From an optimization exercise on the open Yosys and OpenROAD flow, aimed at small area, a short achievable clock period and few clock cycles per item; shortcuts taken in it are not production practice. The RTL was checked by simulation tests, not by an equivalence proof against the original design. No activity file was given, so power comes from the tool's default toggle rates.

--- config.mk ---
export PLATFORM = sky130hd
export DESIGN_NAME = bitmap_block_allocator_core
export DESIGN_NICKNAME = bitmap_block_allocator_core
export VERILOG_FILES = /design/flow/design.v
export SDC_FILE = /design/flow/constraint.sdc
export NUM_CORES = 4
export LEC_CHECK = 0
export ABC_CLOCK_PERIOD_IN_PS = 4000
export CAP_MARGIN = 20
export CORE_MARGIN = 2
export CORE_UTILIZATION = 55
export SETUP_SLACK_MARGIN = 4.5
export SLEW_MARGIN = 20
--- constraint.sdc ---
create_clock -name core_clock -period 9.0 [get_ports {clk}]
set_input_delay 1.8000 -clock core_clock [delete_from_list [all_inputs] [get_ports {clk}]]
set_output_delay 1.8000 -clock core_clock [all_outputs]
set_load 0.01 [all_outputs]
--- design.v ---
package bba_pkg;
    localparam int BLOCK_W = 10;
    localparam int COUNT_W = 11;
    localparam int STATUS_W = 2;
    localparam int WORD_W = 5;
    localparam int WORDS = 32;
    localparam int MARK_W = 32;
    localparam int POS_W = 5;
    localparam logic REQ_ALLOC = 1'b0;
    localparam logic REQ_FREE = 1'b1;
    localparam logic [STATUS_W-1:0] ST_OK = 2'd0;
    localparam logic [STATUS_W-1:0] ST_NOFREE = 2'd1;
    localparam logic [STATUS_W-1:0] ST_RANGE = 2'd2;
    localparam logic REG_BLK_COUNT = 1'b0;
    localparam logic [COUNT_W-1:0] BLK_COUNT_RESET = 11'd1024;
endpackage
import bba_pkg::*;
module bba_mark_mem (
    input  logic                 clk,
    input  logic                 rst_n,
    input  logic [WORDS-1:0]     wr_en,
    input  logic [MARK_W-1:0]    wr_data,
    input  logic                 wr_full,
    input  logic [WORDS-1:0]     rd_sel,
    output logic [MARK_W-1:0]    rd_data,
    output logic [WORDS-1:0]     full
);
    logic [MARK_W-1:0] mem_q [WORDS];
    logic [WORDS-1:0]  word_vld_reg;
    logic [WORDS-1:0]  full_reg;
    always_ff @(posedge clk or negedge rst_n)
    begin
        if (!rst_n)
        begin
            word_vld_reg <= '0;
            full_reg <= '0;
        end
        else
        begin
            for (int w = 0; w < WORDS; w++)
            begin
                if (wr_en[w])
                begin
                    word_vld_reg[w] <= 1'b1;
                    full_reg[w] <= wr_full;
                end
            end
        end
    end
    always_ff @(posedge clk)
    begin
        for (int w = 0; w < WORDS; w++)
        begin
            if (wr_en[w])
            begin
                mem_q[w] <= wr_data;
            end
        end
    end
    logic [MARK_W-1:0] rd_raw;
    logic              rd_vld;
    always_comb
    begin
        rd_raw = '0;
        for (int w = 0; w < WORDS; w++)
        begin
            rd_raw = rd_raw | (mem_q[w] & {MARK_W{rd_sel[w]}});
        end
    end
    assign rd_vld = |(rd_sel & word_vld_reg);
    assign rd_data = rd_raw & {MARK_W{rd_vld}};
    assign full = full_reg;
endmodule
import bba_pkg::*;
module bitmap_block_allocator_core #(
    parameter int NUM_BLOCKS = 1024
) (
    input  logic                           clk,
    input  logic                           rst_n,
    input  logic                           req_valid,
    output logic                           req_ready,
    input  logic                           req_type,
    input  logic [9:0]                     req_block_number,
    output logic                           res_valid,
    input  logic                           res_ready,
    output logic [1:0]                     res_status,
    output logic [9:0]                     res_allocated_block,
    input  logic                           psel,
    input  logic                           penable,
    input  logic                           pwrite,
    input  logic [2:0]                     paddr,
    input  logic [31:0]                    pwdata,
    output logic [31:0]                    prdata,
    output logic                           pready
);
    logic [COUNT_W-1:0] blk_count_reg;
    logic [COUNT_W-1:0] limit;
    logic               cfg_wr;
    assign pready = 1'b1;
    assign cfg_wr = psel && penable && pwrite && (paddr[2] == REG_BLK_COUNT);
    always_ff @(posedge clk or negedge rst_n)
    begin
        if (!rst_n)
            blk_count_reg <= BLK_COUNT_RESET;
        else if (cfg_wr)
            blk_count_reg <= pwdata[COUNT_W-1:0];
    end
    assign prdata = (paddr[2] == REG_BLK_COUNT) ? 32'(blk_count_reg) : '0;
    assign limit = blk_count_reg[10] ? COUNT_W'(1024) : blk_count_reg;
    logic [WORDS-1:0] word_in_range;
    always_comb
    begin
        for (int w = 0; w < WORDS; w++)
            word_in_range[w] = (COUNT_W'(w * MARK_W) < limit);
    end
    logic [MARK_W-1:0] tail_mask;
    always_comb
    begin
        for (int b = 0; b < MARK_W; b++)
            tail_mask[b] = (POS_W'(b) < limit[POS_W-1:0]);
    end
    logic                r_vld, r_vld_next;
    logic                r_type, r_type_next;
    logic [BLOCK_W-1:0]  r_blk, r_blk_next;
    logic                q0_vld, q1_vld;
    logic [11:0]         q0_data, q1_data;
    logic                accept, proc, pop;
    logic [11:0]         res_new;
    assign req_ready = !r_vld || !q1_vld;
    assign accept = req_valid && req_ready;
    assign pop = q0_vld && res_ready;
    assign proc = r_vld && !q1_vld;
    assign r_vld_next = accept || (r_vld && !proc);
    assign r_type_next = accept ? req_type : r_type;
    assign r_blk_next = accept ? req_block_number : r_blk;
    always_ff @(posedge clk or negedge rst_n)
    begin
        if (!rst_n)
        begin
            r_vld <= 1'b0;
            q0_vld <= 1'b0;
            q1_vld <= 1'b0;
        end
        else
        begin
            r_vld <= r_vld_next;
            if (pop)
            begin
                q0_vld <= q1_vld || proc;
                q1_vld <= 1'b0;
            end
            else if (proc)
            begin
                q0_vld <= 1'b1;
                q1_vld <= q0_vld;
            end
        end
    end
    always_ff @(posedge clk)
    begin
        r_type <= r_type_next;
        r_blk <= r_blk_next;
        if (pop)
        begin
            q0_data <= q1_vld ? q1_data : res_new;
            q1_data <= res_new;
        end
        else if (proc)
        begin
            if (!q0_vld)
                q0_data <= res_new;
            else
                q1_data <= res_new;
        end
    end
    assign res_valid = q0_vld;
    assign res_status = q0_data[11:10];
    assign res_allocated_block = q0_data[9:0];
    logic [WORD_W-1:0]  cw, cw_next;
    logic               cv, cv_next;
    logic [WORDS-1:0]   word_sel, word_sel_next;
    logic               cpart;
    logic [WORDS-1:0]   mem_full;
    logic [WORDS-1:0]   mem_wr_en;
    logic [MARK_W-1:0]  mem_wr_data;
    logic               mem_wr_full;
    logic [MARK_W-1:0]  mem_rd_data;
    logic               r_alloc, r_free, p_alloc, p_free;
    logic [WORD_W-1:0]  f_word;
    logic [MARK_W-1:0]  f_bit;
    logic               f_ok;
    assign r_alloc = r_vld && (r_type == REQ_ALLOC);
    assign r_free = r_vld && (r_type == REQ_FREE);
    assign p_alloc = proc && (r_type == REQ_ALLOC);
    assign p_free = proc && (r_type == REQ_FREE);
    assign f_word = r_blk[BLOCK_W-1:POS_W];
    assign f_bit = MARK_W'(1) << r_blk[POS_W-1:0];
    assign f_ok = (COUNT_W'(r_blk) < limit);
    logic [MARK_W-1:0]  raw_free;
    logic [MARK_W-1:0]  lower_free;
    logic [MARK_W-1:0]  pick;
    logic [POS_W-1:0]   pick_pos;
    logic               found;
    logic               two_free;
    logic               alloc_full;
    assign cpart = ({1'b0, cw} == limit[COUNT_W-1:POS_W]);
    assign raw_free = ~mem_rd_data;
    assign found = cv && (|(raw_free & (cpart ? tail_mask : '1)));
    always_comb
    begin
        lower_free[0] = 1'b0;
        for (int i = 1; i < MARK_W; i++)
            lower_free[i] = lower_free[i - 1] | raw_free[i - 1];
    end
    assign pick = raw_free & ~lower_free;
    assign two_free = |(raw_free & lower_free);
    assign alloc_full = !two_free;
    always_comb
    begin
        pick_pos = '0;
        for (int i = 0; i < MARK_W; i++)
        begin
            if (pick[i])
                pick_pos = pick_pos | POS_W'(i);
        end
    end
    logic [WORDS-1:0]   avail;
    logic [WORDS-1:0]   lower_avail;
    logic [WORDS-1:0]   next_oh;
    logic [WORD_W-1:0]  next_word;
    logic               next_any;
    always_comb
    begin
        avail = word_in_range & ~mem_full;
        if (r_alloc)
            avail[cw] = 1'b0;
        lower_avail[0] = 1'b0;
        for (int w = 1; w < WORDS; w++)
            lower_avail[w] = lower_avail[w - 1] | avail[w - 1];
        next_oh = avail & ~lower_avail;
        next_word = '0;
        for (int w = 0; w < WORDS; w++)
        begin
            if (next_oh[w])
                next_word = next_word | WORD_W'(w);
        end
        next_any = |avail;
    end
    always_comb
    begin
        mem_wr_en = word_sel & {WORDS{proc && (r_free ? f_ok : found)}};
        mem_wr_data = r_free ? (mem_rd_data & ~f_bit) : (mem_rd_data | pick);
        mem_wr_full = !r_free && alloc_full;
    end
    bba_mark_mem u_mem (
        .clk     (clk),
        .rst_n   (rst_n),
        .wr_en   (mem_wr_en),
        .wr_data (mem_wr_data),
        .wr_full (mem_wr_full),
        .rd_sel  (word_sel),
        .rd_data (mem_rd_data),
        .full    (mem_full)
    );
    logic               load_next, load_free;
    logic [WORDS-1:0]   cw_oh_next;
    assign load_next = !r_vld || (p_alloc && found && alloc_full);
    assign load_free = p_free && f_ok && (!cv || (f_word < cw));
    always_comb
    begin
        if (load_next)
        begin
            cw_next = next_word;
            cv_next = next_any;
            cw_oh_next = next_oh;
        end
        else if (load_free)
        begin
            cw_next = f_word;
            cv_next = 1'b1;
            cw_oh_next = WORDS'(1) << f_word;
        end
        else
        begin
            cw_next = cw;
            cv_next = cv;
            cw_oh_next = WORDS'(1) << cw;
        end
        if (r_vld_next && (r_type_next == REQ_FREE))
            word_sel_next = WORDS'(1) << r_blk_next[BLOCK_W-1:POS_W];
        else
            word_sel_next = cw_oh_next;
    end
    always_ff @(posedge clk)
    begin
        cw <= cw_next;
        cv <= cv_next;
        word_sel <= word_sel_next;
    end
    always_comb
    begin
        if (r_type == REQ_ALLOC)
            res_new = found ? {ST_OK, cw, pick_pos} : {ST_NOFREE, 10'd0};
        else
            res_new = f_ok ? {ST_OK, 10'd0} : {ST_RANGE, 10'd0};
    end
endmodule
--- run.sh ---
#!/bin/bash
# synth_recipe.tcl (not shown) runs the flow's synth.tcl, then flattens the netlist and writes it again
# the make line also repeats each setting of config.mk as NAME=value (left out here)
make -C /OpenROAD-flow-scripts/flow DESIGN_CONFIG=/design/flow/config.mk WORK_HOME=/design/flow/orfs CLKGATE_MAP_FILE= SYNTH_SCRIPT=/design/flow/synth_recipe.tcl finish
==> metrics.md, run 1 <==
| Metric | Value |
|---|---|
| Outcome | timing/DRC/antenna clean |
| Largest register FFs | 1024 |
| Area of all placed cells without fillers | 55000 µm² |
| Area used by multi-input combinational logic | 11800 µm² |
| VDD IR-drop max | 0.000315 V |
| Max_cap viols | 0 |
| Proportion of synthesized chip area in sequential cells | 73.4% |
| Crit share post-route | 50.4% |
| Detail-routed via count per cell | 7.17 |
| Signed area change from the synthesized netlist to the final layout | 16.8% |
| Synthesized area per cell | 15.2 µm² |
| Layout cells sized above 1 | 18.8% |
| Non-filler instance count after layout | 4535 |
| Simple-gate share of the synthesized area | 8.58% |
| Critical path data arrival time | 4.99 ns |
| Family with the most delay on the worst path | buffers and inverters |
| Proportion of total power due to net switching | 36.8% |
| Post-route DRC | 0 |
| Post-Place Cell Area | 49200 µm² |
| CTS clock-pin slew for the worst setup and hold paths | 0.06 ns |
| Initial antenna violation count | 4 |
| Main combinational cell family by area after synthesis | compound AO/OA/AOI/OAI gates |
| Upper clock frequency limit | 221 MHz |
| Worst-Skew Late Latency | 0.74 ns |
| Total global-route track usage | 40.4% |
| Iteration count of the initial detailed-routing pass | 5 |
| Reg area | 34600 µm² |
| Routed wirelength normalized by instance count | 39.3 µm |
| X dimension of the die | 296 µm |
| Critical Path Sink | u_mem.mem_q[11][20] |
| Unique masters post-synth | 92 |
| Setup repair after global routing missed its margin | yes |
| Async set-or-reset flop fraction in the synthesized netlist | 6.64% |
| Worst path max stage delay | 0.43 ns |
| Final Hold Vio Count | 0 |
| Full die area | 87900 µm² |
| H-Tree Level Count | 3 |
| Chip height | 296 µm |
| #FFs+latches synth | 1175 |
| Post-synthesis share of cell area spent on full adders, half adders and majority gates | 0.447% |
| Number of hold-repair buffers added at the cts stage | 0 |
| Part of the power in registers | 42.3% |
| Reg2Reg Launch Point | word_sel[31] |
| Global-route wire length before repair | 241000 µm |
| Total number of nets in the final design | 3360 |
| Endpoint type of the worst setup path | flop |
| Clock Sinks | 1175 |
| Aggregate routed wire length | 178000 µm |
| CTS tree | built |
| Global route overflow | 0 |
| Multiplexer share of the synthesized area | 1.64% |
| YS warnings | 3 |
| Number of nets with antenna violations after routing | 0 |
| Net Sw Power | 7240 µW |
| Register-to-register setup slack | 4.47 ns |
| Ports placed on the boundary | 100 |
| Share of total power in combinational logic | 33.8% |
| Standby leakage power | 0.0182 µW |
| Number of vias after detailed routing | 32500 |
| Count of placed standard cells including taps | 4244 |
| Internal power | 12500 µW |
| Clock buffer count from CTS | 113 |
| Register containing the most flip-flops in the final layout | u_mem.mem_q |
| Detailed-placement wirelength estimate | 102000 µm |
| Longest Clk Path Bufs | 3 |
| Worst Setup SP | word_sel[31] |
| Master of the slowest instance on the critical path | sky130_fd_sc_hd__dfxtp_4 |
| Ordered cell list for the critical path | buf_12 > buf_6 > a22oi_1 > nand4_1 > nor4_1 > buf_4 > a211o_1 > a311o_1 > a2111oi_4 > nand4_1 > buf_4 > a21oi_2 > nor3_4 > buf_12 > nand2_2 > clkinv_8 > buf_8 |
| Maximum number of pins on one net before global-route repair | 79 |
| Worst max-slew margin expressed relative to the limit | 27.4% |
| Post-synthesis cell count | 3101 |
| Category of the critical setup timing path | flop to flop |
| Post-layout min period | 4.53 ns |
| End of the worst register-to-register path | u_mem.mem_q[11][20] |
| Count of routing violations after the opening detailed-route iteration | 5337 |
| Worst clock skew | 0.0416 ns |
| Area of the core | 85000 µm² |
| Share of the synthesized netlist area taken by xor and xnor gates | 0.168% |
| Compound-cell area share of the yosys netlist | 12.8% |
| Number of rows in the core area | 107 |
| Clock group share of total power | 24.0% |
| Main flop type after synthesis | sky130_fd_sc_hd__edfxtp_1 |
| Register-to-Register Path Depth | 17 |
| Sum of negative setup slack | 0 ns |
| Syn Std Cell Area | 47100 µm² |
| Fill cell instance count of the final layout | 6064 |
| Total setup violations reported at the end of the flow | 0 |
| Number of port buffers | 54 |
| Power density over the cells | 359 nW/µm² |
| Max FO, Critical Path | 32 |
| Starting density of the core | 55.3% |
| Post-synth EDFFs | 1059 |
| Cell depth of the worst setup path | 17 |
| Highest-count cells in the layout ignoring fill and taps | sky130_fd_sc_hd__edfxtp_1 (1059), sky130_fd_sc_hd__a22oi_1 (531), sky130_fd_sc_hd__nor2_1 (152) |
| Final count of pins violating max slew | 0 |
| Worst min-delay path class | flop to flop |
| Worst Setup Start Kind | flop |
| Buffers and inverters on the worst path | 7 |
| Worst Max-Slew Pin Slew | 1.09 ns |
| Via count of the first global-routing pass | 30500 |
| GP Congestion | 0.988 |
| WP data required | 9.46 ns |
| Library cell used as clock root buffer | sky130_fd_sc_hd__clkbuf_16 |
| Most common cell after layout, fill and taps aside | sky130_fd_sc_hd__edfxtp_1 |
==> Yosys cell counts (11+ instances only) <==
master                     count  area [µm²]
sky130_fd_sc_hd__a211oi_1     14         105
sky130_fd_sc_hd__a21oi_1      50         250
sky130_fd_sc_hd__a22oi_1     531        3990
sky130_fd_sc_hd__a31oi_1      17         106
sky130_fd_sc_hd__and2_1       12        75.1
sky130_fd_sc_hd__buf_2       126         631
sky130_fd_sc_hd__buf_4        38         285
sky130_fd_sc_hd__clkbuf_1     32         120
sky130_fd_sc_hd__dfrtp_1      77        1930
sky130_fd_sc_hd__dfxtp_1      38         761
sky130_fd_sc_hd__edfxtp_1   1059       31800
sky130_fd_sc_hd__ha_1         16         200
sky130_fd_sc_hd__inv_1        65         244
sky130_fd_sc_hd__mux2_2       55         619
sky130_fd_sc_hd__mux2i_1      12         120
sky130_fd_sc_hd__nand2_1     135         507
sky130_fd_sc_hd__nand2b_1     41         257
sky130_fd_sc_hd__nand3_1      38         190
sky130_fd_sc_hd__nand4_1     140         876
sky130_fd_sc_hd__nor2_1      155         582
sky130_fd_sc_hd__nor2b_1      24         150
sky130_fd_sc_hd__nor3_1       45         225
sky130_fd_sc_hd__nor4_1       35         219
sky130_fd_sc_hd__o21a_1       11        82.6
sky130_fd_sc_hd__o21ai_0      33         165
sky130_fd_sc_hd__o21ai_1      15        75.1
sky130_fd_sc_hd__o221ai_1     17         149
sky130_fd_sc_hd__o31ai_1      15         113
sky130_fd_sc_hd__or2_2        17         106
sky130_fd_sc_hd__or3_1        11        68.8
==> power groups by stage <==
stage          Sequential, µW  Combinational (µW)  Clock, µW
6_report                 8330                6650       4720
3_3_place_gp             8510                5730          0
3_5_place_dp             8520                5890          0
4_1_cts                  8340                6240       4740
2_1_floorplan            8280                3250          0
5_1_grt                  8360                6940       4940
==> per-stage QoR <==
step / setup slack (ns) / hold WS, ns / util (%) / power (µW)
3_3_place_gp: 2.47 / 0.449 / 57.9 / 14200
3_5_place_dp: 2.93 / 0.453 / 57.9 / 14400
2_1_floorplan: 4.86 / 0.435 / - / 11500
6_report: 4.47 / 0.472 / 64.6 / 19700
5_1_grt: 4.44 / 0.480 / 64.6 / 20200
4_1_cts: 4.50 / 0.468 / 63.8 / 19300
==> worst min-delay path by stage <==
stage / startpoint / endpoint / slack [ns] / cells past startpoint
final: u_mem.word_vld_reg[3] / u_mem.word_vld_reg[3] / 0.47 / 1
after CTS: u_mem.word_vld_reg[3] / u_mem.word_vld_reg[3] / 0.47 / 1
after global routing: u_mem.word_vld_reg[7] / u_mem.word_vld_reg[7] / 0.48 / 1
after detailed placement: u_mem.word_vld_reg[20] / u_mem.word_vld_reg[20] / 0.45 / 1
after floorplan: u_mem.word_vld_reg[0] / u_mem.word_vld_reg[0] / 0.44 / 1
after global placement: u_mem.word_vld_reg[26] / u_mem.word_vld_reg[26] / 0.45 / 1
==> worst reg2reg max path, stage by stage, from the launching register on <==
cell,delay [ns]
sky130_fd_sc_hd__dfxtp_4,0.43
sky130_fd_sc_hd__buf_12,0.25
sky130_fd_sc_hd__buf_6,0.31
sky130_fd_sc_hd__a22oi_1,0.13
sky130_fd_sc_hd__nand4_1,0.12
sky130_fd_sc_hd__nor4_1,0.07
sky130_fd_sc_hd__buf_4,0.19
sky130_fd_sc_hd__a211o_1,0.32
sky130_fd_sc_hd__a311o_1,0.42
sky130_fd_sc_hd__a2111oi_4,0.41
sky130_fd_sc_hd__nand4_1,0.14
sky130_fd_sc_hd__buf_4,0.19
sky130_fd_sc_hd__a21oi_2,0.24
sky130_fd_sc_hd__nor3_4,0.08
sky130_fd_sc_hd__buf_12,0.17
sky130_fd_sc_hd__nand2_2,0.24
sky130_fd_sc_hd__clkinv_8,0.21
sky130_fd_sc_hd__buf_8,0.37
==> per-layer routing <==
layer  wire length (µm)  track usage (%)  vias to the layer above
met5                 46                0                        -
met4               8100             18.2                        2
met3              23800             8.94                      446
met2              79700             60.4                     2582
met1              66800             57.2                    16600
li1                   -                -                    12900
==> area by class of cell <==
class	instances	area share, %
well taps	1144	2.60
repair inverters	1	0.0159
multi-input cells	1670	21.5
clock buffers	138	5.47
inverters	66	0.972
repair buffers	264	5.28
diodes	1	0.00455
clock inverters	76	1.24
flip-flops and latches	1175	63.0
==> timing repair <==
item,in CTS,in global routing
cloned,3,2
resized for setup,231,115
setup buffers,48,23
pin swaps,8,6
endpoints found under the setup margin,1861,729
endpoints found under the hold margin,0,0
==> cells by family after synthesis <==
family	Yosys count
flip-flops	1175
AO/OA/AOI/OAI	817
AND/OR/NAND/NOR	732
buffers and inverters	279
multiplexers	70
adder cells (fa/ha/maj)	17
XOR/XNOR	9
other	2
Testbench counts, summed over its fixed seeds: cycles 16,168, items 16,152.
==> run 2, diff against run 1 <==
--- a/config.mk
+++ b/config.mk
@@ -10,4 +10,4 @@
 export CORE_MARGIN = 2
 export CORE_UTILIZATION = 55
-export SETUP_SLACK_MARGIN = 4.5
+export SETUP_SLACK_MARGIN = 4.2
 export SLEW_MARGIN = 20
==> run 2 against run 1 <==
Against the previous run:
- synthesized area did not move
- utilization decreased by 1.1 points
- critical endpoint is now word_sel[13]
- non-clock buffer count fell by 40
- critical path depth decreased by 2
- first-iteration DRC count down 1.9%
- via count fell by 0.61%
- register-to-register slack worse by 0.27 ns
- global-route usage decreased by 0.35 points
- final cell count down 0.95%
==> metrics.md, run 2 <==
| Metric | Value |
|---|---|
| Max FO, Critical Path | 19 |
| X dimension of the die | 296 µm |
| Worst Max-Slew Pin Slew | 1.09 ns |
| Top cells by instance count after synthesis | sky130_fd_sc_hd__edfxtp_1 (1059), sky130_fd_sc_hd__a22oi_1 (531), sky130_fd_sc_hd__nor2_1 (155), sky130_fd_sc_hd__nand4_1 (140), sky130_fd_sc_hd__nand2_1 (135) |
| WP data required | 9.57 ns |
| Worst min-delay path class | flop to flop |
| Async set-or-reset flop fraction in the synthesized netlist | 6.64% |
| Proportion of synthesized chip area in sequential cells | 73.4% |
| Main flop type after synthesis | sky130_fd_sc_hd__edfxtp_1 |
| Clock buffer count from CTS | 113 |
| Chip height | 296 µm |
| Largest area contributor in the synthesized netlist | sky130_fd_sc_hd__edfxtp_1 |
| Iteration count of the initial detailed-routing pass | 6 |
| Worst max-slew margin expressed relative to the limit | 27.2% |
| Synthesized area per cell | 15.2 µm² |
| Final Hold Vio Count | 0 |
| Category of the critical setup timing path | flop to flop |
| Critical path data arrival time | 5.36 ns |
| Setup repair after global routing missed its margin | yes |
| Ports placed on the boundary | 100 |
| Area of the core | 85000 µm² |
| Worst Setup Start Kind | flop |
| Initial antenna violation count | 3 |
| Number of rows in the core area | 107 |
| Met2 Resource Use GR | 60.1% |
| Crit share post-route | 53.3% |
| Worst clock skew | 0.0424 ns |
| Standby leakage power | 0.0179 µW |
| Detailed-placement wirelength estimate | 102000 µm |
| Most area-consuming cells after synthesis | sky130_fd_sc_hd__edfxtp_1 (68%), sky130_fd_sc_hd__a22oi_1 (8.5%), sky130_fd_sc_hd__dfrtp_1 (4.1%), sky130_fd_sc_hd__nand4_1 (1.9%), sky130_fd_sc_hd__dfxtp_1 (1.6%) |
| Antenna Cells | 0 |
| Met1 demand-to-capacity share in global routing | 56.7% |
| Count of routing violations after the opening detailed-route iteration | 5236 |
| Layout cells sized above 1 | 17.1% |
| Ordered cell list for the critical path | buf_6 > buf_8 > a22oi_1 > nand4_1 > nor4_2 > buf_4 > nor4_4 > nand4_1 > or3_1 > o31a_1 > nor4_4 > buf_4 > nand4_4 > a21o_4 > o211ai_1 |
| Number of port buffers | 54 |
| Most common cell after layout, fill and taps aside | sky130_fd_sc_hd__edfxtp_1 |
| Worst path max stage delay | 0.48 ns |
| Library cell used as clock root buffer | sky130_fd_sc_hd__clkbuf_16 |
| Upper clock frequency limit | 208 MHz |
| Maximum number of pins on one net before global-route repair | 79 |
| Power density over the cells | 361 nW/µm² |
| Number of nets with antenna violations after routing | 0 |
| Fill cell instance count of the final layout | 6169 |
| CTS tree | built |
| H-Tree Level Count | 3 |
| Starting density of the core | 55.3% |
| Detail-routed via count per cell | 7.19 |
| Count leader, synth | sky130_fd_sc_hd__edfxtp_1 |
| Largest register FFs | 1024 |
| Signed area change from the synthesized netlist to the final layout | 14.8% |
| Number of vias after detailed routing | 32300 |
| Full die area | 87900 µm² |
| Met3 track demand over resource | 9.01% |
| Sum of negative setup slack | 0 ns |
| Post-synth top area share | 67.6% |
| Endpoint type of the worst setup path | flop |
| CTS clock-pin slew for the worst setup and hold paths | 0.06 ns |
| Total setup violations reported at the end of the flow | 0 |
| Longest Clk Path Bufs | 3 |
| Global route overflow | 0 |
| Total number of nets in the final design | 3318 |
| Post-synthesis cell count | 3101 |
| Total design power | 19500 µW |
| Master of the slowest instance on the critical path | sky130_fd_sc_hd__or3_1 |
| Total global-route track usage | 40.0% |
| Register containing the most flip-flops in the final layout | u_mem.mem_q |
| Via count of the first global-routing pass | 30100 |
| Max_cap viols | 0 |
| Highest-count cells in the layout ignoring fill and taps | sky130_fd_sc_hd__edfxtp_1 (1059), sky130_fd_sc_hd__a22oi_1 (531), sky130_fd_sc_hd__nor2_1 (153) |
| Outcome | timing/DRC/antenna clean |
| Post-synth EDFFs | 1059 |
| Aggregate routed wire length | 177000 µm |
| Global-route wire length before repair | 239000 µm |
| Routed wirelength normalized by instance count | 39.3 µm |
| Post-route DRC | 0 |
| Post-layout min period | 4.80 ns |
| Clock Sinks | 1175 |
| YS warnings | 3 |
| Syn Std Cell Area | 47100 µm² |
| Final count of pins violating max slew | 0 |
| VDD IR-drop max | 0.000227 V |
| Busiest grt layer | met2 |
| Worst-Skew Late Latency | 0.73 ns |
| Unique masters post-synth | 92 |
| #FFs+latches synth | 1175 |
| GP Congestion | 0.988 |
==> run 2: path summary, 6_finish.rpt <==
check | slack, ns | start | end | cells after the start
min | 0.47 | u_mem.word_vld_reg[25] | u_mem.word_vld_reg[25] | 1
max | 4.20 | word_sel[21] | word_sel[13] | 15
min reg2reg | 0.47 | u_mem.word_vld_reg[25] | u_mem.word_vld_reg[25] | 1
max in group asynchronous | 7.30 | rst_n | blk_count_reg[2] | 1
min in group asynchronous | 1.12 | rst_n | blk_count_reg[9] | 1
max reg2reg | 4.20 | word_sel[21] | word_sel[13] | 15
==> run 2: final cells by class <==
cell class,instances,area [µm²],share of cell area (%)
Clock buffer,138,3000,5.56
Clock inverter,76,683,1.26
Inverter,66,410,0.760
Multi-Input combinational cell,1669,11700,21.6
Sequential cell,1175,34600,64.0
Tap cell,1144,1430,2.65
Timing Repair Buffer,224,2210,4.10
==> run 2: cell families (layout without fill, tap and decap cells) <==
kind of cell / after synthesis / after routing / synth area share, %
compound gates: 817 / 818 / 12.8
xor+xnor: 9 / 9 / 0.168
fa+ha+maj: 17 / 17 / 0.447
buf+inv: 279 / 504 / 2.98
flops: 1175 / 1175 / 73.4
mux: 70 / 70 / 1.64
other cells: 2 / 22 / 0.0160
simple gates: 732 / 733 / 8.58
==> run 2: repair_timing <==
action | CTS | global route
resized for setup | 135 | 56
buffers inserted | 18 | 14
pin swaps | 6 | 3
endpoints found under the setup margin | 1661 | 587
hold buffers | 0 | 0
gates cloned | 1 | 1
==> run 2: per-stage QoR <==
stage                     util [%]  instances  cell area [µm²]  worst slack [ns]  hold WS (ns)
final                         63.5       4492            54000              4.20         0.470
after global routing          63.5       4492            54000              4.16         0.479
after CTS                     63.0       4477            53600              4.19         0.468
after detailed placement      57.9       4244            49200              2.93         0.453
after global placement        57.9       4243            49200              2.47         0.449
after floorplan                  -       3121            47100              4.86         0.435
==> run 2: power by group <==
part	switching (µW)	leakage (µW)	internal (µW)	total [µW]
clock	2060	0.00180	2660	4710
sequential	359	0.0111	8010	8370
combinational	4750	0.00495	1690	6430
total	7160	0.0179	12400	19500
==> run 2: critical path: cells and delay by family, from the launching register on <==
kind	cells	cell delay, ns
buf+inv	4	1.03
compound gates	4	1.30
flops	1	0.32
simple gates	7	1.95
==> run 2: layer usage <==
| metal | wire [µm] | vias to the layer above |
|---|---|---|
| li1 | - | 12800 |
| met1 | 66300 | 16500 |
| met2 | 78500 | 2603 |
| met3 | 23700 | 430 |
| met4 | 8120 | 0 |
| met5 | 0 | - |
==> run 3, diff against run 2 <==
--- a/design.v
+++ b/design.v
@@ -27,5 +27,4 @@
 );
     logic [MARK_W-1:0] mem_q [WORDS];
-    logic [WORDS-1:0]  word_vld_reg;
     logic [WORDS-1:0]  full_reg;
     always_ff @(posedge clk or negedge rst_n)
@@ -33,5 +32,4 @@
         if (!rst_n)
         begin
-            word_vld_reg <= '0;
             full_reg <= '0;
         end
@@ -42,5 +40,4 @@
                 if (wr_en[w])
                 begin
-                    word_vld_reg[w] <= 1'b1;
                     full_reg[w] <= wr_full;
                 end
@@ -58,16 +55,12 @@
         end
     end
-    logic [MARK_W-1:0] rd_raw;
-    logic              rd_vld;
     always_comb
     begin
-        rd_raw = '0;
+        rd_data = '0;
         for (int w = 0; w < WORDS; w++)
         begin
-            rd_raw = rd_raw | (mem_q[w] & {MARK_W{rd_sel[w]}});
+            rd_data = rd_data | (mem_q[w] & {MARK_W{rd_sel[w]}});
         end
     end
-    assign rd_vld = |(rd_sel & word_vld_reg);
-    assign rd_data = rd_raw & {MARK_W{rd_vld}};
     assign full = full_reg;
 endmodule
@@ -131,4 +124,12 @@
     assign pop = q0_vld && res_ready;
     assign proc = r_vld && !q1_vld;
+    logic                clr;
+    always_ff @(posedge clk or negedge rst_n)
+    begin
+        if (!rst_n)
+            clr <= 1'b1;
+        else
+            clr <= 1'b0;
+    end
     assign r_vld_next = accept || (r_vld && !proc);
     assign r_type_next = accept ? req_type : r_type;
@@ -204,7 +205,10 @@
     logic               two_free;
     logic               alloc_full;
+    logic [MARK_W-1:0]  allowed;
+    logic [MARK_W-1:0]  take;
     assign cpart = ({1'b0, cw} == limit[COUNT_W-1:POS_W]);
+    assign allowed = (cpart ? tail_mask : '1) & {MARK_W{cv}};
     assign raw_free = ~mem_rd_data;
-    assign found = cv && (|(raw_free & (cpart ? tail_mask : '1)));
+    assign found = |(raw_free & allowed);
     always_comb
     begin
@@ -214,6 +218,7 @@
     end
     assign pick = raw_free & ~lower_free;
+    assign take = pick & allowed;
     assign two_free = |(raw_free & lower_free);
-    assign alloc_full = !two_free;
+    assign alloc_full = found ? !two_free : !(|raw_free);
     always_comb
     begin
@@ -249,7 +254,12 @@
     always_comb
     begin
-        mem_wr_en = word_sel & {WORDS{proc && (r_free ? f_ok : found)}};
-        mem_wr_data = r_free ? (mem_rd_data & ~f_bit) : (mem_rd_data | pick);
-        mem_wr_full = !r_free && alloc_full;
+        mem_wr_en = (word_sel & {WORDS{proc && (!r_free || f_ok)}}) | {WORDS{clr}};
+        if (clr)
+            mem_wr_data = '0;
+        else if (r_free)
+            mem_wr_data = mem_rd_data & ~f_bit;
+        else
+            mem_wr_data = mem_rd_data | take;
+        mem_wr_full = !clr && !r_free && alloc_full;
     end
     bba_mark_mem u_mem (
@@ -287,6 +297,10 @@
             cw_oh_next = WORDS'(1) << cw;
         end
-        if (r_vld_next && (r_type_next == REQ_FREE))
-            word_sel_next = WORDS'(1) << r_blk_next[BLOCK_W-1:POS_W];
+        if (accept)
+            word_sel_next = (req_type == REQ_FREE)
+                          ? (WORDS'(1) << req_block_number[BLOCK_W-1:POS_W])
+                          : cw_oh_next;
+        else if (r_vld && !proc && (r_type == REQ_FREE))
+            word_sel_next = WORDS'(1) << f_word;
         else
             word_sel_next = cw_oh_next;
--- a/config.mk
+++ b/config.mk
@@ -6,8 +6,7 @@
 export NUM_CORES = 4
 export LEC_CHECK = 0
-export ABC_CLOCK_PERIOD_IN_PS = 4000
 export CAP_MARGIN = 20
 export CORE_MARGIN = 2
-export CORE_UTILIZATION = 55
-export SETUP_SLACK_MARGIN = 4.2
+export CORE_UTILIZATION = 70
+export SETUP_SLACK_MARGIN = 5
 export SLEW_MARGIN = 20
==> run 3 against run 2 <==
Against the previous run:
- synthesized area grew 1.5%
- the flow now stops in global routing
- synthesized cell count grew 1.7%
==> metrics.md, run 3 <==
| Metric | Value |
|---|---|
| Outcome | did not finish |
| Stage where the flow stopped | global routing |
| Tool error | [ERROR GRT-0232] Routing congestion too high. Check the congestion heatmap in the GUI. |
| Syn Std Cell Area | 47700 µm² |
| Ports placed on the boundary | 100 |
| #FFs+latches synth | 1144 |
| Compound-cell area share of the yosys netlist | 14.6% |
| Largest area contributor in the synthesized netlist | sky130_fd_sc_hd__edfxtp_1 |
| Detailed-placement wirelength estimate | 89100 µm |
| YS warnings | 3 |
| Count leader, synth | sky130_fd_sc_hd__edfxtp_1 |
| Clock buffer count from CTS | 104 |
| Total global-route track usage | 84.3% |
| Starting density of the core | 70.8% |
| Async set-or-reset flop fraction in the synthesized netlist | 4.11% |
| Most area-consuming cells after synthesis | sky130_fd_sc_hd__edfxtp_1 (67%), sky130_fd_sc_hd__a22oi_1 (8.3%), sky130_fd_sc_hd__dfrtp_1 (2.4%), sky130_fd_sc_hd__nand4_1 (1.8%), sky130_fd_sc_hd__buf_6 (1.6%) |
| Number of rows in the core area | 95 |
| Share of the synthesized netlist area taken by xor and xnor gates | 0.181% |
| Type of pin the worst path ends at | sequential cell input |
| Post-synth top area share | 67.0% |
| Unique masters post-synth | 107 |
| Library cell used as clock root buffer | sky130_fd_sc_hd__clkbuf_16 |
| Clock Sinks | 1144 |
| H-Tree Level Count | 3 |
| GP Congestion | 0.993 |
| Synthesized area per cell | 15.1 µm² |
| Global route overflow | 14 |
| Endpoint with the least setup slack after the last repair | u_mem.mem_q[16][8]$_DFFE_PP_/DE |
| Maximum number of pins on one net before global-route repair | 59 |
| Main flop type after synthesis | sky130_fd_sc_hd__edfxtp_1 |
| Chip height | 265 µm |
| Number of port buffers | 54 |
| Top cells by instance count after synthesis | sky130_fd_sc_hd__edfxtp_1 (1065), sky130_fd_sc_hd__a22oi_1 (529), sky130_fd_sc_hd__nand4_1 (140), sky130_fd_sc_hd__nand2_1 (131), sky130_fd_sc_hd__nor2_1 (122) |
| Longest Clk Path Bufs | 3 |
| Post-synthesis share of cell area spent on full adders, half adders and majority gates | 0.519% |
| Post-synthesis cell count | 3154 |
| Multiplexer share of the synthesized area | 1.03% |
| X dimension of the die | 265 µm |
| Proportion of synthesized chip area in sequential cells | 70.8% |
| Initial antenna violation count | 34 |
| Simple-gate share of the synthesized area | 9.44% |
| Main combinational cell family by area after synthesis | compound AO/OA/AOI/OAI gates |
| Count of placed standard cells including taps | 4024 |
| Post-synth EDFFs | 1065 |
[run 3: stage by stage]
stage	setup WS (ns)	utilization [%]	total power, µW	hold WS [ns]	cell area, µm²
global placement	3.65	73.1	14300	0.494	49300
floorplan	5.02	-	12100	0.473	47900
detailed placement	3.57	73.1	14600	0.508	49300
CTS	4.83	82.1	20000	0.524	55300
[run 3: cells by family after synthesis]
group | after synthesis
AOI/OAI and AO/OA | 939
other | 2
DFF | 1144
adders and majority gates | 20
xor gates and xnor gates | 9
and+or+nand+nor | 756
buffers and inverters | 237
muxes | 47
[run 3: power groups by stage]
| stage | logic [µW] | clock network [µW] | registers (µW) |
|---|---|---|---|
| 4_1_cts | 5910 | 4500 | 9630 |
| 3_5_place_dp | 5080 | 0 | 9490 |
| 3_3_place_gp | 4960 | 0 | 9310 |
| 2_1_floorplan | 2810 | 0 | 9240 |
[run 3: metal layers]
layer  global-route usage, %  overflow
met1                    83.5         0
met2                    93.2         6
met3                    77.8         2
met4                    81.4         6
met5                    68.1         0
[run 3: worst max-delay path by stage]
stage / startpoint / endpoint / cells after the start
after floorplan: paddr[2] / prdata[2] / 2
after global placement: word_sel[11] / word_sel[8] / 14
after detailed placement: word_sel[11] / word_sel[8] / 14
after CTS: blk_count_reg[3] / cw[0] / 11
[run 3: timing repair]
item                                     CTS
pin swaps                                 35
resized for setup                        306
setup buffers                             85
hold buffers                               0
endpoints found under the setup margin  1868
gates cloned                              20
Testbench counts of run 3, summed over its fixed seeds: cycles 16,168, items 16,152.
==> run 4, diff against run 3 <==
--- a/design.v
+++ b/design.v
@@ -28,21 +28,4 @@
     logic [MARK_W-1:0] mem_q [WORDS];
     logic [WORDS-1:0]  full_reg;
-    always_ff @(posedge clk or negedge rst_n)
-    begin
-        if (!rst_n)
-        begin
-            full_reg <= '0;
-        end
-        else
-        begin
-            for (int w = 0; w < WORDS; w++)
-            begin
-                if (wr_en[w])
-                begin
-                    full_reg[w] <= wr_full;
-                end
-            end
-        end
-    end
     always_ff @(posedge clk)
     begin
@@ -52,4 +35,5 @@
             begin
                 mem_q[w] <= wr_data;
+                full_reg[w] <= wr_full;
             end
         end
@@ -219,6 +203,24 @@
     assign pick = raw_free & ~lower_free;
     assign take = pick & allowed;
-    assign two_free = |(raw_free & lower_free);
-    assign alloc_full = found ? !two_free : !(|raw_free);
+    logic [MARK_W-1:0]  t_any [POS_W+1];
+    logic [MARK_W-1:0]  t_two [POS_W+1];
+    always_comb
+    begin
+        t_any[0] = raw_free;
+        t_two[0] = '0;
+        for (int l = 1; l <= POS_W; l++)
+        begin
+            t_any[l] = '0;
+            t_two[l] = '0;
+            for (int i = 0; i < (MARK_W >> l); i++)
+            begin
+                t_any[l][i] = t_any[l - 1][2 * i] | t_any[l - 1][2 * i + 1];
+                t_two[l][i] = t_two[l - 1][2 * i] | t_two[l - 1][2 * i + 1]
+                            | (t_any[l - 1][2 * i] & t_any[l - 1][2 * i + 1]);
+            end
+        end
+    end
+    assign two_free = t_two[POS_W][0];
+    assign alloc_full = found ? !two_free : !t_any[POS_W][0];
     always_comb
     begin
@@ -279,5 +281,11 @@
     always_comb
     begin
-        if (load_next)
+        if (clr)
+        begin
+            cw_next = '0;
+            cv_next = 1'b1;
+            cw_oh_next = WORDS'(1);
+        end
+        else if (load_next)
         begin
             cw_next = next_word;
--- a/config.mk
+++ b/config.mk
@@ -8,5 +8,5 @@
 export CAP_MARGIN = 20
 export CORE_MARGIN = 2
-export CORE_UTILIZATION = 70
+export CORE_UTILIZATION = 60
 export SETUP_SLACK_MARGIN = 5
 export SLEW_MARGIN = 20
==> run 4 against run 3 <==
Against the previous run:
- the run now finishes clean
- synthesized cell count decreased by 0.32%
- synthesized area fell by 2.5%
==> metrics.md, run 4 <==
| Metric | Value |
|---|---|
| Reg2Reg Launch Point | cv |
| Max FO, Critical Path | 27 |
| Master of the slowest instance on the critical path | sky130_fd_sc_hd__inv_1 |
| Initial antenna violation count | 3 |
| Family with the most delay on the worst path | compound AO/OA/AOI/OAI gates |
| Category of the critical setup timing path | flop to flop |
| VDD IR-drop max | 0.000250 V |
| Non-filler instance count after layout | 4563 |
| Main flop type after synthesis | sky130_fd_sc_hd__edfxtp_1 |
| Buffers and inverters on the worst path | 4 |
| Top cells by instance count after synthesis | sky130_fd_sc_hd__edfxtp_1 (1091), sky130_fd_sc_hd__a22oi_1 (515), sky130_fd_sc_hd__clkbuf_1 (194), sky130_fd_sc_hd__nand4_1 (154) |
| Critical path data arrival time | 4.65 ns |
| Simple-gate share of the synthesized area | 8.57% |
| Count of routing violations after the opening detailed-route iteration | 6653 |
| Area of the core | 77100 µm² |
| Library cell used as clock root buffer | sky130_fd_sc_hd__clkbuf_16 |
| Endpoint type of the worst setup path | flop |
| Net Sw Power | 7160 µW |
| Post-route DRC | 0 |
| Worst path max stage delay | 0.94 ns |
| Area of all placed cells without fillers | 56700 µm² |
| Post-synth top area share | 70.4% |
| Longest Clk Path Bufs | 3 |
| Clock Sinks | 1144 |
| Most common cell after layout, fill and taps aside | sky130_fd_sc_hd__edfxtp_1 |
| Final count of pins violating max slew | 0 |
| Number of port buffers | 54 |
| Number of hold-repair buffers added at the cts stage | 0 |
| CTS tree | built |
| Most area-consuming cells after synthesis | sky130_fd_sc_hd__edfxtp_1 (70%), sky130_fd_sc_hd__a22oi_1 (8.3%), sky130_fd_sc_hd__nand4_1 (2.1%), sky130_fd_sc_hd__dfxtp_1 (1.6%), sky130_fd_sc_hd__clkbuf_1 (1.6%) |
| Post-layout min period | 4.11 ns |
| Detail-routed via count per cell | 7.69 |
| Cell depth of the worst hold path | 2 |
| Worst clock skew | 0.0773 ns |
| Iteration count of the initial detailed-routing pass | 9 |
| Outcome | timing/DRC/antenna clean |
| Max_cap viols | 0 |
| Starting density of the core | 60.4% |
| Compound-cell area share of the yosys netlist | 15.0% |
| Register-to-register setup slack | 4.89 ns |
| Count of placed standard cells including taps | 4167 |
| X dimension of the die | 283 µm |
| Part of the power in registers | 44.6% |
| Detailed-placement wirelength estimate | 95400 µm |
| Post-synthesis share of cell area spent on full adders, half adders and majority gates | 0.511% |
| Maximum number of pins on one net before global-route repair | 65 |
| Post-synthesis cell count | 3144 |
| Upper clock frequency limit | 243 MHz |
| Share of the synthesized netlist area taken by xor and xnor gates | 0.0941% |
| Clock group share of total power | 22.7% |
| Setup repair after global routing missed its margin | yes |
| Worst Setup Start Kind | flop |
| Worst min-delay path class | flop to flop |
| Proportion of total power due to net switching | 35.5% |
| Syn Std Cell Area | 46600 µm² |
| Synthesized area per cell | 14.8 µm² |
| Power density over the cells | 355 nW/µm² |
| Number of vias after detailed routing | 35100 |
| Internal power | 13000 µW |
| End point of the most critical hold path | q0_data[10] |
| Total design power | 20100 µW |
| Layout cells sized above 1 | 22.8% |
| Unique masters post-synth | 88 |
| Post-synth EDFFs | 1091 |
| Ports placed on the boundary | 100 |
| Count leader, synth | sky130_fd_sc_hd__edfxtp_1 |
| Chip height | 283 µm |
| Share of total power in combinational logic | 32.7% |
| Signed area change from the synthesized netlist to the final layout | 21.8% |
| Final Hold Vio Count | 0 |
| Highest-count cells in the layout ignoring fill and taps | sky130_fd_sc_hd__edfxtp_1 (1091), sky130_fd_sc_hd__a22oi_1 (513), sky130_fd_sc_hd__buf_4 (182) |
| Routed wirelength normalized by instance count | 40.7 µm |
| Worst max-slew margin expressed relative to the limit | 16.0% |
| H-Tree Level Count | 3 |
| Worst-Skew Late Latency | 0.74 ns |
| YS warnings | 5 |
| Ordered cell list for the critical path | buf_4 > inv_1 > a31oi_4 > or2_4 > a221o_1 > or4_4 > o31a_4 > a41oi_4 > buf_12 > buf_12 > a21oi_1 > a31o_1 > a222oi_1 |
| Main combinational cell family by area after synthesis | compound AO/OA/AOI/OAI gates |
| Largest area contributor in the synthesized netlist | sky130_fd_sc_hd__edfxtp_1 |
| CP most frequent cell | sky130_fd_sc_hd__buf_12 |
| Multiplexer share of the synthesized area | 0.736% |
| Proportion of synthesized chip area in sequential cells | 72.8% |
| Via count of the first global-routing pass | 32100 |
| Number of rows in the core area | 102 |
| Async set-or-reset flop fraction in the synthesized netlist | 1.31% |
| Total number of nets in the final design | 3500 |
| Total global-route track usage | 44.0% |
| Total setup violations reported at the end of the flow | 0 |
| Full die area | 79800 µm² |
| #FFs+latches synth | 1144 |
| WP data required | 9.54 ns |
| Standby leakage power | 0.0193 µW |
| Worst Max-Slew Pin Slew | 1.26 ns |
| Largest register FFs | 1024 |
| Crit share post-route | 45.7% |
| CTS clock-pin slew for the worst setup and hold paths | 0.06 ns |
| Global-route wire length before repair | 242000 µm |
| GP Congestion | 1.02 |
| Number of nets with antenna violations after routing | 0 |
| Global route overflow | 0 |
| Sum of negative setup slack | 0 ns |
| Post-Place Cell Area | 49000 µm² |
| Clock buffer count from CTS | 108 |
| End of the worst register-to-register path | word_sel[11] |
| Register-to-Register Path Depth | 13 |
| Source of the worst hold timing path | q1_data[10] |
| Aggregate routed wire length | 186000 µm |
-- run 4: worst min-delay path: stages, from the launching register on --
cell                       delay (ns)
sky130_fd_sc_hd__edfxtp_1        0.33
sky130_fd_sc_hd__nand2_1         0.05
sky130_fd_sc_hd__o31ai_1         0.05
-- run 4: area by class of cell --
type / count / area, µm²
diodes: 7 / 17.5
fillers: 4822 / 20400
well taps: 1040 / 1300
clock inverters: 67 / 759
flip-flops and latches: 1144 / 34000
repair buffers: 380 / 4530
multi-input cells: 1769 / 13200
inverters: 25 / 93.8
clock buffers: 131 / 2800
-- run 4: routing by layer --
metal	global-route usage, %	wire length (µm)
met1	60.0	62700
met2	64.8	79600
met4	23.1	12100
met5	0	52
met3	12.6	31400
-- run 4: worst max-delay path by stage --
stage / slack (ns) / from / cells past startpoint / end
after floorplan: 4.63 / word_sel[1] / 12 / u_mem.mem_q[0][29]
after global placement: 2.99 / blk_count_reg[10] / 12 / word_sel[2]
after detailed placement: 3.01 / blk_count_reg[10] / 12 / word_sel[2]
after CTS: 4.87 / word_sel[0] / 13 / u_mem.mem_q[13][27]
after global routing: 4.85 / blk_count_reg[10] / 13 / cw[1]
final: 4.89 / cv / 13 / word_sel[11]
-- run 4: power groups by stage --
stage / clock network, µW / registers (µW) / logic (µW)
global route: 4760 / 9090 / 6670
global placement: 0 / 8960 / 4990
detailed placement: 0 / 9060 / 5050
floorplan: 0 / 8800 / 2640
CTS: 4550 / 8900 / 5790
finish: 4580 / 8970 / 6580
-- run 4: cell families after synthesis --
family | after synthesis
AO/OA/AOI/OAI | 947
XOR/XNOR | 5
adder cells (fa/ha/maj) | 19
buffers and inverters | 257
flip-flops | 1144
multiplexers | 31
other | 2
AND/OR/NAND/NOR | 739
-- run 4: per-stage QoR --
stage | setup slack (ns) | util [%] | hold WS [ns]
2_1_floorplan | 4.63 | - | 0.495
3_3_place_gp | 2.99 | 63.6 | 0.510
3_5_place_dp | 3.01 | 63.6 | 0.525
4_1_cts | 4.87 | 71.1 | 0.538
5_1_grt | 4.85 | 73.5 | 0.558
6_report | 4.89 | 73.5 | 0.536
-- run 4: what timing repair did --
item / 4_1_cts / 5_1_grt
cloned: 9 / 19
resized for setup: 344 / 153
endpoints found under the setup margin: 1959 / 605
setup buffers: 93 / 69
pin swaps: 33 / 38
Testbench counts of run 4, summed over its fixed seeds: cycles 16,168, items 16,152.
==> run 5, diff against run 4 <==
--- a/config.mk
+++ b/config.mk
@@ -8,5 +8,5 @@
 export CAP_MARGIN = 20
 export CORE_MARGIN = 2
-export CORE_UTILIZATION = 60
+export CORE_UTILIZATION = 65
 export SETUP_SLACK_MARGIN = 5
 export SLEW_MARGIN = 20
==> run 5 against run 4 <==
Against the previous run:
- now fails the layout checks on max-capacitance violations, max-slew violations
- combinational power down 2%
- clock power about the same
- die area decreased by 7.6%
- global-route usage increased by 7.6 points
- flip-flop and latch count stayed put
- maximum frequency fell by 2.6%
- clock-buffer cell count rose by 2
- register-to-register slack lost 0.11 ns
- critical path type unchanged
- critical endpoint is now word_sel[26]
==> metrics.md, run 5 <==
| Metric | Value |
|---|---|
| Crit share post-route | 46.9% |
| Post-synth EDFFs | 1091 |
| Master of the slowest instance on the critical path | sky130_fd_sc_hd__dfxtp_4 |
| Part of the power in registers | 45.5% |
| Syn Std Cell Area | 46600 µm² |
| YS warnings | 5 |
| Layout cells sized above 1 | 22.4% |
| Layout Check Fail Reasons | max-capacitance violations, max-slew violations |
| CTS tree | built |
| Initial antenna violation count | 6 |
| Worst-Skew Late Latency | 0.76 ns |
| Post-route DRC | 0 |
| Largest register FFs | 1024 |
| Outcome | complete, but fails checks |
| Fill cell instance count of the final layout | 3721 |
| Signed area change from the synthesized netlist to the final layout | 20.3% |
| Number of nets with antenna violations after routing | 0 |
| Worst path max stage delay | 0.60 ns |
| Longest Clk Path Bufs | 3 |
| Setup repair after global routing missed its margin | yes |
| Proportion of synthesized chip area in sequential cells | 72.8% |
| Count of routing violations after the opening detailed-route iteration | 8464 |
| Worst min-delay path class | flop to flop |
| Upper clock frequency limit | 237 MHz |
| Starting density of the core | 65.4% |
| Area of the core | 71200 µm² |
| Number of port buffers | 54 |
| Most area-consuming cells after synthesis | sky130_fd_sc_hd__edfxtp_1 (70%), sky130_fd_sc_hd__a22oi_1 (8.3%), sky130_fd_sc_hd__nand4_1 (2.1%), sky130_fd_sc_hd__dfxtp_1 (1.6%), sky130_fd_sc_hd__clkbuf_1 (1.6%) |
| Clock Sinks | 1144 |
| Most common cell after layout, fill and taps aside | sky130_fd_sc_hd__edfxtp_1 |
| Area used by multi-input combinational logic | 13000 µm² |
| Top cells by instance count after synthesis | sky130_fd_sc_hd__edfxtp_1 (1091), sky130_fd_sc_hd__a22oi_1 (515), sky130_fd_sc_hd__clkbuf_1 (194), sky130_fd_sc_hd__nand4_1 (154) |
| Post-synth top area share | 70.4% |
| H-Tree Level Count | 3 |
| Library cell used as clock root buffer | sky130_fd_sc_hd__clkbuf_16 |
| Final count of pins violating max slew | 3 |
| Synthesized area per cell | 14.8 µm² |
| GP Congestion | 1.04 |
| Total global-route track usage | 51.6% |
| Via count of the first global-routing pass | 34600 |
| Total number of nets in the final design | 3493 |
| Main flop type after synthesis | sky130_fd_sc_hd__edfxtp_1 |
| Highest-count cells in the layout ignoring fill and taps | sky130_fd_sc_hd__edfxtp_1 (1091), sky130_fd_sc_hd__a22oi_1 (514), sky130_fd_sc_hd__buf_4 (196) |
| Critical path data arrival time | 4.85 ns |
| Share of total power in combinational logic | 31.8% |
| Max FO, Critical Path | 8 |
| Internal power | 12800 µW |
| Maximum number of pins on one net before global-route repair | 54 |
| Max_cap viols | 1 |
| Post-layout min period | 4.22 ns |
| Aggregate routed wire length | 197000 µm |
| Standby leakage power | 0.0192 µW |
| Number of hold-repair buffers added at the cts stage | 0 |
| Worst Max-Slew Pin Slew | 1.54 ns |
| Worst max-slew margin expressed relative to the limit | -3.48% |
| Final Hold Vio Count | 0 |
| Number of vias after detailed routing | 37400 |
| Net Sw Power | 7440 µW |
| Detail-routed via count per cell | 8.37 |
| Category of the critical setup timing path | flop to flop |
| Worst slack on hold paths | 0.548 ns |
| Full die area | 73800 µm² |
| Global-route wire length before repair | 263000 µm |
| X dimension of the die | 272 µm |
| WP data required | 9.63 ns |
| Clock buffer count from CTS | 107 |
| Clock group share of total power | 22.7% |
| CTS clock-pin slew for the worst setup and hold paths | 0.07 ns |
| Iteration count of the initial detailed-routing pass | 12 |
| Worst Setup Start Kind | flop |
| VDD IR-drop max | 0.000294 V |
| Largest area contributor in the synthesized netlist | sky130_fd_sc_hd__edfxtp_1 |
| Power density over the cells | 361 nW/µm² |
| Reg area | 34000 µm² |
| Ports placed on the boundary | 100 |
| Number of rows in the core area | 98 |
| Async set-or-reset flop fraction in the synthesized netlist | 1.31% |
| Total setup violations reported at the end of the flow | 0 |
| Global route overflow | 0 |
| Detailed-placement wirelength estimate | 95900 µm |
| CP most frequent cell | sky130_fd_sc_hd__buf_12 |
| Proportion of total power due to net switching | 36.8% |
| Count leader, synth | sky130_fd_sc_hd__edfxtp_1 |
| Worst clock skew | 0.111 ns |
| Sum of negative setup slack | 0 ns |
| #FFs+latches synth | 1144 |
| Unique masters post-synth | 88 |
| Post-synthesis cell count | 3144 |
| Chip height | 272 µm |
| Ordered cell list for the critical path | buf_12 > buf_12 > a22oi_1 > nand4_1 > nor4_1 > buf_4 > nor2_4 > o22ai_1 > or4_1 > a221oi_4 > a41oi_4 > buf_6 > buf_6 > buf_12 > clkbuf_16 > or3_4 > a31oi_4 |
| Routed wirelength normalized by instance count | 44.1 µm |
| Endpoint type of the worst setup path | flop |
==> run 5: changes by cell type in the layout (fill, tap and decap cells not counted), sizes merged, moves of 2 or more <==
cell,previous run,this run
o31ai,21,19
bufbuf,2,4
buf,318,322
clkbuf,149,140
bufinv,11,7
==> run 5: path summary, 6_finish.rpt <==
| kind | endpoint | cells after the start | slack, ns | from |
|---|---|---|---|---|
| min | q0_data[1] | 1 | 0.55 | q1_data[1] |
| max reg2reg | word_sel[26] | 17 | 4.78 | word_sel[16] |
| max in group asynchronous | blk_count_reg[2] | 1 | 7.01 | rst_n |
| max | word_sel[26] | 17 | 4.78 | word_sel[16] |
| min in group asynchronous | blk_count_reg[8] | 1 | 1.51 | rst_n |
| min reg2reg | q0_data[1] | 1 | 0.55 | q1_data[1] |
==> run 5: power by group through the flow <==
stage | Clock [µW] | Combinational (µW) | Sequential, µW
floorplan | 0 | 2640 | 8800
global placement | 0 | 4760 | 9010
detailed placement | 0 | 4830 | 9140
CTS | 4420 | 5690 | 9010
global route | 4700 | 6430 | 9250
finish | 4580 | 6420 | 9200
==> run 5: worst max-delay path: cells and delay by family, from the launching register on <==
kind	cells	cell delay [ns]
AND/OR/NAND/NOR	5	1.33
buffers and inverters	7	1.17
AO/OA/AOI/OAI	5	1.00
flip-flops	1	0.60
==> run 5: kinds of logic after synthesis <==
group	after synthesis	synth area share (%)
DFF	1144	72.8
AOI/OAI and AO/OA	947	15.0
and+or+nand+nor	739	8.57
buffers and inverters	257	2.31
muxes	31	0.736
adders and majority gates	19	0.511
xor gates and xnor gates	5	0.0941
other	2	0.0161
==> run 5: per-stage QoR <==
| step | instance area [µm²] | utilization, % | total power [µW] | instances | worst slack (ns) |
|---|---|---|---|---|---|
| floorplan | 46700 | - | 11400 | 3165 | 4.63 |
| global placement | 48800 | 68.6 | 13800 | 4077 | 2.68 |
| detailed placement | 48800 | 68.6 | 14000 | 4077 | 2.69 |
| CTS | 55100 | 77.4 | 19100 | 4427 | 4.87 |
| global route | 56000 | 78.6 | 20400 | 4459 | 4.76 |
| finish | 56000 | 78.6 | 20200 | 4467 | 4.78 |
==> run 5: repair_timing <==
action	CTS	global route
setup buffers	137	25
resized for setup	353	103
hold endpoints to repair	0	0
cloned	16	6
pin swaps	35	40
setup endpoints to repair	2023	752
==> run 5: routing by layer <==
| layer | vias up | GRT usage, % | share of wire (%) |
|---|---|---|---|
| met5 | - | 0 | 0.067 |
| met4 | 6 | 34.5 | 8.8 |
| met3 | 1265 | 22.1 | 20 |
| met2 | 4950 | 71.3 | 40 |
| met1 | 17700 | 66.7 | 31 |
| li1 | 13500 | - | - |
==> run 5: final cells by class <==
cell class / instances / share of cell area [%]
sequential: 1144 / 60.8
multi-input combinational: 1768 / 23.2
inverter: 25 / 0.174
clock buffer: 133 / 4.99
timing repair buffer: 375 / 7.51
antenna: 8 / 0.0358
clock inverter: 64 / 1.14
tap: 950 / 2.12
==> run 6, diff against run 5 <==
--- a/design.v
+++ b/design.v
@@ -49,4 +49,29 @@
     assign full = full_reg;
 endmodule
+module bba_prefix_or #(
+    parameter int N = 32,
+    parameter int L = 5
+) (
+    input  logic [N-1:0] x,
+    output logic [N-1:0] y
+);
+    logic [N-1:0] p [L+1];
+    assign p[0] = x;
+    for (genvar l = 0; l < L; l++)
+    begin : g_level
+        for (genvar i = 0; i < N; i++)
+        begin : g_bit
+            if ((i >> l) & 1)
+            begin : g_or
+                assign p[l + 1][i] = p[l][i] | p[l][((i >> l) << l) - 1];
+            end
+            else
+            begin : g_pass
+                assign p[l + 1][i] = p[l][i];
+            end
+        end
+    end
+    assign y = p[L];
+endmodule
 import bba_pkg::*;
 module bitmap_block_allocator_core #(
@@ -100,4 +125,5 @@
     logic                r_type, r_type_next;
     logic [BLOCK_W-1:0]  r_blk, r_blk_next;
+    logic                r_fok, r_fok_next;
     logic                q0_vld, q1_vld;
     logic [11:0]         q0_data, q1_data;
@@ -119,4 +145,5 @@
     assign r_type_next = accept ? req_type : r_type;
     assign r_blk_next = accept ? req_block_number : r_blk;
+    assign r_fok_next = accept ? (COUNT_W'(req_block_number) < limit) : r_fok;
     always_ff @(posedge clk or negedge rst_n)
     begin
@@ -146,4 +173,5 @@
         r_type <= r_type_next;
         r_blk <= r_blk_next;
+        r_fok <= r_fok_next;
         if (pop)
         begin
@@ -181,5 +209,5 @@
     assign f_word = r_blk[BLOCK_W-1:POS_W];
     assign f_bit = MARK_W'(1) << r_blk[POS_W-1:0];
-    assign f_ok = (COUNT_W'(r_blk) < limit);
+    assign f_ok = r_fok;
     logic [MARK_W-1:0]  raw_free;
     logic [MARK_W-1:0]  lower_free;
@@ -195,10 +223,10 @@
     assign raw_free = ~mem_rd_data;
     assign found = |(raw_free & allowed);
-    always_comb
-    begin
-        lower_free[0] = 1'b0;
-        for (int i = 1; i < MARK_W; i++)
-            lower_free[i] = lower_free[i - 1] | raw_free[i - 1];
-    end
+    logic [MARK_W-1:0]  any_free_upto;
+    bba_prefix_or #(.N(MARK_W), .L(POS_W)) u_pre_free (
+        .x (raw_free),
+        .y (any_free_upto)
+    );
+    assign lower_free = {any_free_upto[MARK_W-2:0], 1'b0};
     assign pick = raw_free & ~lower_free;
     assign take = pick & allowed;
@@ -234,4 +262,10 @@
     logic [WORDS-1:0]   avail;
     logic [WORDS-1:0]   lower_avail;
+    logic [WORDS-1:0]   any_avail_upto;
+    assign avail = word_in_range & ~mem_full & ~(word_sel & {WORDS{r_alloc}});
+    bba_prefix_or #(.N(WORDS), .L(WORD_W)) u_pre_avail (
+        .x (avail),
+        .y (any_avail_upto)
+    );
     logic [WORDS-1:0]   next_oh;
     logic [WORD_W-1:0]  next_word;
@@ -239,10 +273,5 @@
     always_comb
     begin
-        avail = word_in_range & ~mem_full;
-        if (r_alloc)
-            avail[cw] = 1'b0;
-        lower_avail[0] = 1'b0;
-        for (int w = 1; w < WORDS; w++)
-            lower_avail[w] = lower_avail[w - 1] | avail[w - 1];
+        lower_avail = {any_avail_upto[WORDS-2:0], 1'b0};
         next_oh = avail & ~lower_avail;
         next_word = '0;
--- a/config.mk
+++ b/config.mk
@@ -8,5 +8,5 @@
 export CAP_MARGIN = 20
 export CORE_MARGIN = 2
-export CORE_UTILIZATION = 65
+export CORE_UTILIZATION = 60
 export SETUP_SLACK_MARGIN = 5
 export SLEW_MARGIN = 20
==> run 6 against run 5 <==
Against the previous run:
- now clean on timing, DRC and antenna
- sequential power down 11%
- largest power group unchanged
- utilization down 7.8 points
- synthesized cell count is 1.5% higher
- flip-flop and latch count increased by 1
- critical path depth is 3 lower
- die area up 8.4%
- non-clock buffer count fell by 56
- sequential share of layout area is 1.5 points higher
- highest routed layer unchanged
- cell area down 2.4%
- critical path type unchanged
==> metrics.md, run 6 <==
| Metric | Value |
|---|---|
| Outcome | timing/DRC/antenna clean |
| Global-route wire length before repair | 240000 µm |
| Unique masters post-synth | 81 |
| Maximum number of pins on one net before global-route repair | 75 |
| Signed area change from the synthesized netlist to the final layout | 17.1% |
| Highest-count cells in the layout ignoring fill and taps | sky130_fd_sc_hd__edfxtp_1 (1092), sky130_fd_sc_hd__a22oi_1 (525), sky130_fd_sc_hd__buf_4 (192) |
| Final count of pins violating max slew | 0 |
| Total global-route track usage | 43.6% |
| YS warnings | 7 |
| Master of the slowest instance on the critical path | sky130_fd_sc_hd__or3_1 |
| Number of hold-repair buffers added at the cts stage | 0 |
| Power density over the cells | 302 nW/µm² |
| #FFs+latches synth | 1145 |
| Global route overflow | 0 |
| Source of the worst hold timing path | q1_data[6] |
| VDD IR-drop max | 0.000232 V |
| Chip height | 283 µm |
| Worst clock skew | 0.0642 ns |
| Detail-routed via count per cell | 7.58 |
| Iteration count of the initial detailed-routing pass | 6 |
| Post-synth top area share | 70.3% |
| Count leader, synth | sky130_fd_sc_hd__edfxtp_1 |
| Category of the critical setup timing path | flop to flop |
| Total number of nets in the final design | 3463 |
| Ports placed on the boundary | 100 |
| Final Hold Vio Count | 0 |
| Setup repair after global routing missed its margin | yes |
| Dpl ws | 3.40 ns |
| Largest area contributor in the synthesized netlist | sky130_fd_sc_hd__edfxtp_1 |
| Number of vias after detailed routing | 34300 |
| Worst path max stage delay | 0.45 ns |
| Main flop type after synthesis | sky130_fd_sc_hd__edfxtp_1 |
| Clock buffer count from CTS | 107 |
| Worst Setup SP | word_sel[9] |
| Longest Clk Path Bufs | 3 |
| Worst Setup Start Kind | flop |
| Number of rows in the core area | 102 |
| Proportion of synthesized chip area in sequential cells | 72.7% |
| Fin worst setup slack | 4.99 ns |
| Number of nets with antenna violations after routing | 0 |
| Syn Std Cell Area | 46700 µm² |
| GP Congestion | 0.971 |
| Library cell used as clock root buffer | sky130_fd_sc_hd__clkbuf_16 |
| Most area-consuming cells after synthesis | sky130_fd_sc_hd__edfxtp_1 (70%), sky130_fd_sc_hd__a22oi_1 (8.5%), sky130_fd_sc_hd__nand4_1 (2.1%), sky130_fd_sc_hd__dfxtp_1 (1.6%), sky130_fd_sc_hd__nand2_1 (1.3%) |
| Full die area | 80000 µm² |
| Number of port buffers | 54 |
| Worst min-delay path class | flop to flop |
| Initial antenna violation count | 4 |
| CP most frequent cell | sky130_fd_sc_hd__buf_4 |
| Most common cell after layout, fill and taps aside | sky130_fd_sc_hd__edfxtp_1 |
| Ordered cell list for the critical path | buf_12 > buf_16 > a22oi_1 > nand4_1 > nor4_2 > buf_4 > o311ai_2 > o21ai_0 > or4_4 > o21ai_4 > buf_4 > o31a_4 > or3_1 > o221a_2 |
| Layout cells sized above 1 | 19.6% |
| Reg2Reg Launch Point | word_sel[9] |
| Post-synth EDFFs | 1092 |
| Post-route DRC | 0 |
| Via count of the first global-routing pass | 32200 |
| Top cells by instance count after synthesis | sky130_fd_sc_hd__edfxtp_1 (1092), sky130_fd_sc_hd__a22oi_1 (526), sky130_fd_sc_hd__nand2_1 (163), sky130_fd_sc_hd__nor2_1 (162), sky130_fd_sc_hd__nand4_1 (158) |
| Post-layout min period | 4.01 ns |
| Critical path data arrival time | 4.56 ns |
| Endpoint type of the worst setup path | flop |
| Async set-or-reset flop fraction in the synthesized netlist | 1.31% |
| CTS clock-pin slew for the worst setup and hold paths | 0.06 ns |
| Total setup violations reported at the end of the flow | 0 |
| Clock Sinks | 1145 |
| Area of the core | 77200 µm² |
| Upper clock frequency limit | 250 MHz |
| X dimension of the die | 283 µm |
| Max FO, Critical Path | 16 |
| Detailed-placement wirelength estimate | 99200 µm |
| H-Tree Level Count | 3 |
| Worst-Skew Late Latency | 0.72 ns |
[run 6: cell count changes in the layout (fill, tap and decap cells not counted), moves of 14 or more]
cell / change
sky130_fd_sc_hd__o21ai_0: +19
sky130_fd_sc_hd__a21oi_1: +42
sky130_fd_sc_hd__o31ai_1: +15
sky130_fd_sc_hd__nor2_1: +44
sky130_fd_sc_hd__a222oi_1: -14
sky130_fd_sc_hd__nand2_2: +33
sky130_fd_sc_hd__nor4_1: -15
sky130_fd_sc_hd__buf_6: -22
sky130_fd_sc_hd__mux2i_1: +22
sky130_fd_sc_hd__a21o_2: -24
[run 6: cell families (layout without fill, tap and decap cells)]
group	count (synthesis)	in the layout	share of synthesized area (%)
flip-flops	1145	1145	72.7
AO/OA/AOI/OAI	938	941	14.3
AND/OR/NAND/NOR	772	773	8.67
buffers and inverters	264	535	2.66
multiplexers	51	51	1.20
adder cells (fa/ha/maj)	13	13	0.349
XOR/XNOR	6	6	0.113
other	2	24	0.0161
[run 6: critical path: cells and delay by family (launching register included)]
family | cells | cell delay (ns)
and+or+nand+nor | 4 | 1.32
AOI/OAI and AO/OA | 6 | 1.30
buffers and inverters | 4 | 0.88
DFF | 1 | 0.33
[run 6: per-stage QoR]
| stage | util (%) | hold WS, ns | cell area (µm²) | instances | total power [µW] |
|---|---|---|---|---|---|
| finish | 70.8 | 0.523 | 54600 | 4528 | 16500 |
| global route | 70.8 | 0.556 | 54600 | 4527 | 16900 |
| CTS | 69.2 | 0.525 | 53500 | 4445 | 16000 |
| detailed placement | 63.4 | 0.519 | 49000 | 4204 | 11400 |
| global placement | 63.4 | 0.502 | 48900 | 4203 | 11300 |
| floorplan | - | 0.495 | 46800 | 3212 | 9690 |
[run 6: routing by layer]
metal,wire length (µm),track usage [%],vias to the layer above
met5,46,0,-
met4,12600,24.0,4
met3,29400,13.9,786
met2,77400,65.5,3434
met1,58100,57.0,16700
li1,-,-,13400
[run 6: power by group]
group	leakage [µW]	internal, µW	switching [µW]	total (µW)
logic	0.00523	1130	2790	3910
clock network	0.00167	2460	1990	4450
registers	0.0117	7670	490	8160
[run 6: final timing paths]
check / end / slack [ns] / cells past startpoint
setup reg to reg: cw[3] / 4.99 / 14
hold reg to reg: q0_data[6] / 0.52 / 2
setup / recovery: cw[3] / 4.99 / 14
hold / removal: q0_data[6] / 0.52 / 2
max in group asynchronous: blk_count_reg[5] / 6.91 / 1
min in group asynchronous: blk_count_reg[4] / 1.57 / 1
[run 6: repair_timing]
item	in CTS	in global routing
endpoints found under the setup margin	871	356
pin swaps	16	21
gates cloned	4	3
resized for setup	215	82
buffers inserted	38	79
[run 6: area by class of cell]
cell class              instances  area, µm²
fillers                      4930      22600
clock buffers                 131       2770
clock inverters                68        693
inverters                      17       63.8
flip-flops and latches       1145      34100
well taps                    1040       1300
repair buffers                319       3230
diodes                          1       2.50
multi-input cells            1807      12500
Testbench counts of run 6, summed over its fixed seeds: cycles 16,168, items 16,152.

Check on run 6: ideal ports give 4.994 ns setup slack; a clkbuf_16 on the clock port and buf_2 on the inputs give 4.949 ns; moving port delays by the midpoint clock arrival (0.761 ns) as well gives 4.554 ns.
